Background: an optimization exercise with open tools, aiming at small area and a short achievable clock period. Do not read the settings as production practice. Function was checked by simulation only, so behaviour that the tests miss may differ from the original.

==> run a <==
## ising_axi
module ising_axi (
    input  wire         clk,
    input  wire         axi_rstn,
    input  wire         arvalid_q,
    input  wire  [31:0] araddr_q,
    input  wire         rready,
    output logic        rvalid,
    output logic        rresp,
    output logic [31:0] rdata,
    input  wire         wready,
    input  wire  [31:0] wr_addr,
    input  wire  [31:0] wdata
);
export LEC_CHECK = 0
export CAP_MARGIN = 20
export CORE_MARGIN = 2
export CORE_UTILIZATION = 40
export SLEW_MARGIN = 20
create_clock -name core_clock -period 15.0 [get_ports {clk}]
standard.sh (not shown) runs the stock make flow with config.mk's settings and CLKGATE_MAP_FILE= SYNTH_SCRIPT=/design/flow/synth_recipe.tcl, a recipe that flattens the netlist after the stock synthesis.
==> flow/flow/run.sh <==
#!/bin/bash
# Standard ORFS layout, with repair_timing asked to leave extra setup slack
# (the SDC and its clock period are unchanged).
set -euo pipefail
bash standard.sh SETUP_SLACK_MARGIN=10 CORE_UTILIZATION=30 PLACE_DENSITY=0.40 finish > standard_flow.log 2>&1
==> inputs of run b, as changes to run a <==
--- a/flow/design.v
+++ b/flow/design.v
@@ -202,15 +202,18 @@
     assign wd       = wdata & {32{axi_rstn}};
     assign w_weight = wready && (wr_addr[31:10] == 22'h004000);
     assign w_cut    = wready && (wr_addr == 32'h0000_0010);
     assign w_max    = wready && (wr_addr == 32'h0000_0014);
     assign w_start  = wready && (wr_addr == 32'h0000_0018);
+    logic        w_hi_a, w_hi_b;
+    assign w_hi_a = (wr_addr[31:21] == 11'h008);
+    assign w_hi_b = (wr_addr[20:10] == 11'h000);
     logic [15:0] row_en, col_en;
     always_comb begin
         for (int r = 0; r < 16; r++) begin
-            row_en[r] = !axi_rstn || (w_weight && wr_addr[9:6] == 4'(r));
-            col_en[r] = !axi_rstn || (wr_addr[5:2] == 4'(r));
+            row_en[r] = !axi_rstn || (wready && w_hi_a && wr_addr[9:6] == 4'(r));
+            col_en[r] = !axi_rstn || (w_hi_b && wr_addr[5:2] == 4'(r));
         end
     end
     logic [3:0] wmem [256];
     always_ff @(posedge clk) begin
         for (int i = 0; i < 16; i++) begin
==> flow/flow/run.sh (replaced) <==
#!/bin/bash
# Standard ORFS layout (the standard.sh, standard synthesis), with
# repair_timing asked to leave extra setup slack on the worst paths, a
# sparser core for the detailed router, small clock-tree clusters of mid-size
# buffers, and plain buffers on the ports. The SDC and its clock period are unchanged.
set -euo pipefail
bash standard.sh SETUP_SLACK_MARGIN=9.7 TNS_END_PERCENT=10 \
    CORE_UTILIZATION=30 PLACE_DENSITY=0.40 \
    CTS_BUF_LIST="sky130_fd_sc_hd__clkbuf_8" CTS_CLUSTER_SIZE=12 CTS_CLUSTER_DIAMETER=50 \
    BUFFER_PORTS_ARGS="-buffer_cell sky130_fd_sc_hd__buf_4" \
    finish > standard_flow.log 2>&1
==> inputs of run c, as changes to run a <==
--- a/flow/design.v
+++ b/flow/design.v
@@ -231,23 +231,16 @@
         maxc   <= max_n;
         start  <= start_n;
     end
     logic [31:0] cnt, cnt_n;
     logic        at_max, anneal, done;
-    logic        at_max_n, anneal_n, ge_n;
-    logic        sel_max, sel_cut;
     assign cnt_n = !start ? 32'd0 : at_max ? cnt : cnt + 32'd1;
-    assign sel_max  = !axi_rstn || w_max;
-    assign sel_cut  = !axi_rstn || w_cut;
-    assign at_max_n = sel_max ? (cnt_n == wd) : (cnt_n == maxc);
-    assign ge_n     = sel_cut ? (cnt_n >= wd) : (cnt_n >= cutoff);
-    assign anneal_n = start_n && !at_max_n && ge_n;
     assign done  = start && at_max;
     always_ff @(posedge clk) begin
         cnt    <= cnt_n;
-        at_max <= at_max_n;
-        anneal <= anneal_n;
+        at_max <= (cnt_n == max_n);
+        anneal <= start_n && (cnt_n != max_n) && (cnt_n >= cut_n);
     end
     logic [15:0] spin, spin_n;    
     logic [15:0] upd, upd_n;      
     logic [15:0] sp;              
     logic [3:0]  rowv [16];       
@@ -257,13 +250,11 @@
     logic [4:0]  zs, zu;          
     logic [3:0]  rm, rc;          
     logic        sm, sc;          
     logic [15:0] cdec;
     logic        hit, same;
-    always_ff @(posedge clk) begin
-        upd_n <= !start_n ? 16'd1 : anneal_n ? {upd_n[14:0], upd_n[15]} : upd_n;
-    end
+    assign upd_n = !start ? 16'd1 : anneal ? {upd[14:0], upd[15]} : upd;
     assign sp    = spin & {16{start}};
     always_comb begin
         for (int b = 0; b < 16; b++) cdec[b] = (wr_addr[5:2] == 4'(b));
         rm   = 4'd0;
         rc   = 4'd0;
@@ -285,23 +276,11 @@
             hit  = hit | (upd_n[j] && wr_addr[9:6] == 4'(j));
             same = same | (upd[j] && cdec[j]);
         end
         hit = hit && w_weight;
     end
-    logic [4:0] zc;
-    logic       rst_q;
-    always_comb begin
-        zc = zs;
-        if (rst_q) zc = 5'd16;
-        else if (flip_q && sm_q && !smn_q) zc = zs + 5'd1;
-        else if (flip_q && !sm_q && smn_q) zc = zs - 5'd1;
-    end
-    always_ff @(posedge clk) begin
-        zs    <= zc;
-        rst_q <= !start;
-    end
-    assign zu = start ? zc : 5'd16;
+    assign zu = start ? zs : 5'd16;
     ising_spin_array u_csa (.u(uvec), .z(zu), .s(gs_n), .c(gc_n));
     logic       flip_q, hit_q, same_q, sm_q, sc_q, smn_q;
     logic [3:0] rm_q, rc_q, wv_q;
     always_ff @(posedge clk) begin
         gs     <= gs_n;
@@ -332,10 +311,15 @@
     assign f    = gs + gc + op_a + op_b + op_c + op_d + 10'h380
                 + {9'd0, flip_q && !smn_q} + {9'd0, flip_q && sm_q}
                 + {9'd0, cval && !sc_q} + {9'd0, cval && sc_q};
     assign f_pos = !f[9] && (f != 10'd0);
     assign f_neg = f[9];
+    logic       sm_cur;
+    logic [4:0] zs_inc, zs_dec;
+    assign sm_cur = |(spin & upd);
+    assign zs_inc = zs + 5'd1;
+    assign zs_dec = zs - 5'd1;
     always_comb begin
         spin_n = spin;
         for (int i = 0; i < 16; i++) begin
             if (upd[i] && f_pos) spin_n[i] = 1'b1;
             else if (upd[i] && f_neg) spin_n[i] = 1'b0;
@@ -343,13 +327,16 @@
     end
     always_ff @(posedge clk) begin
         if (!start) begin
             spin <= '0;
             upd  <= 16'd1;
+            zs   <= 5'd16;
         end else if (anneal) begin
             spin <= spin_n;
             upd  <= upd_n;
+            if (sm_cur && f_neg) zs <= zs_inc;
+            if (!sm_cur && f_pos) zs <= zs_dec;
         end
         smn_q <= |(spin_n & upd);
     end
     logic        r_spin, r_weight, r_status, r_none;
     logic [3:0]  rw;
==> flow/flow/run.sh (replaced) <==
#!/bin/bash
# Standard ORFS layout, with repair_timing asked to leave extra setup slack
# (the SDC and its clock period are unchanged).
set -euo pipefail
bash standard.sh SETUP_SLACK_MARGIN=9 CORE_UTILIZATION=30 PLACE_DENSITY=0.40 finish > standard_flow.log 2>&1
==> inputs of run d, as changes to run a <==
--- a/flow/design.v
+++ b/flow/design.v
@@ -202,15 +202,18 @@
     assign wd       = wdata & {32{axi_rstn}};
     assign w_weight = wready && (wr_addr[31:10] == 22'h004000);
     assign w_cut    = wready && (wr_addr == 32'h0000_0010);
     assign w_max    = wready && (wr_addr == 32'h0000_0014);
     assign w_start  = wready && (wr_addr == 32'h0000_0018);
+    logic        w_hi_a, w_hi_b;
+    assign w_hi_a = (wr_addr[31:21] == 11'h008);
+    assign w_hi_b = (wr_addr[20:10] == 11'h000);
     logic [15:0] row_en, col_en;
     always_comb begin
         for (int r = 0; r < 16; r++) begin
-            row_en[r] = !axi_rstn || (w_weight && wr_addr[9:6] == 4'(r));
-            col_en[r] = !axi_rstn || (wr_addr[5:2] == 4'(r));
+            row_en[r] = !axi_rstn || (wready && w_hi_a && wr_addr[9:6] == 4'(r));
+            col_en[r] = !axi_rstn || (w_hi_b && wr_addr[5:2] == 4'(r));
         end
     end
     logic [3:0] wmem [256];
     always_ff @(posedge clk) begin
         for (int i = 0; i < 16; i++) begin
==> flow/flow/run.sh (replaced) <==
#!/bin/bash
# Standard ORFS layout (the standard.sh, standard synthesis), with
# repair_timing asked to leave extra setup slack on the worst paths, a
# sparser core for the detailed router, and plain buffers on the ports. The SDC and its clock period are unchanged.
set -euo pipefail
bash standard.sh SETUP_SLACK_MARGIN=9.7 TNS_END_PERCENT=10 \
    CORE_UTILIZATION=30 PLACE_DENSITY=0.40 CAP_MARGIN=30 \
    BUFFER_PORTS_ARGS="-buffer_cell sky130_fd_sc_hd__buf_4" \
    finish > standard_flow.log 2>&1
==> comparison <==
Of run d and run c, run d has the higher sequential cell count (gap 17).
Of run a and run c, run a has the higher die area (gap 1.8%, measured against run c).
Of run a and run c, run c has the higher first-iteration DRC count (gap about 5.6%, measured against run c).
The lowest fmax belongs to run c, the highest to run a.
Utilization: run b < run c < run d < run a.
In run c the worst setup slack is worse than in run d, by 550 ps.
In run d the count of clock-buffer cells in the layout is lower than in run c, by 16.

==> port drivers added, routing unchanged <==
How much do the figures lean on ideal ports? The routed layouts below were timed once more, with nothing changed but the port constraints.
Step 1 (the two cells are an assumption about what drives the block):
set clk [get_ports {clk}]
set_driving_cell -lib_cell sky130_fd_sc_hd__clkbuf_16 $clk
set_driving_cell -lib_cell sky130_fd_sc_hd__buf_2 [delete_from_list [all_inputs] $clk]
Step 2 adds t to the input delays and takes it off the output delays; t is the mean of the earliest and latest rising clock arrival at the registers after step 1. Input paths then give back, and output paths get back, about the clock's delay inside the block.
Slacks: ideal ports / drivers / drivers and shift; pairs: ideal ports / drivers.
| run | t (ns) | setup WS [ns] | worst setup path after step 2 | clock arrival spread, ns | pins driven straight from the clock port |
|---|---|---|---|---|---|
| run a | 0.931 | 9.550 / 9.564 / 8.633 | input to register | 0.042 / 0.042 | 1 |
| run b | 1.079 | 9.319 / 9.330 / 8.288 | input to register | 0.092 / 0.092 | 1 |
| run c | 0.934 | 8.767 / 8.825 / 7.906 | input to register | 0.042 / 0.043 | 1 |
| run d | 0.933 | 9.313 / 9.262 / 8.329 | input to register | 0.083 / 0.083 | 1 |
After both steps setup and hold are still met in every run listed. For run b, which loses most, drivers alone change the setup slack by +0.011 ns; drivers and shift together by -1.031 ns.
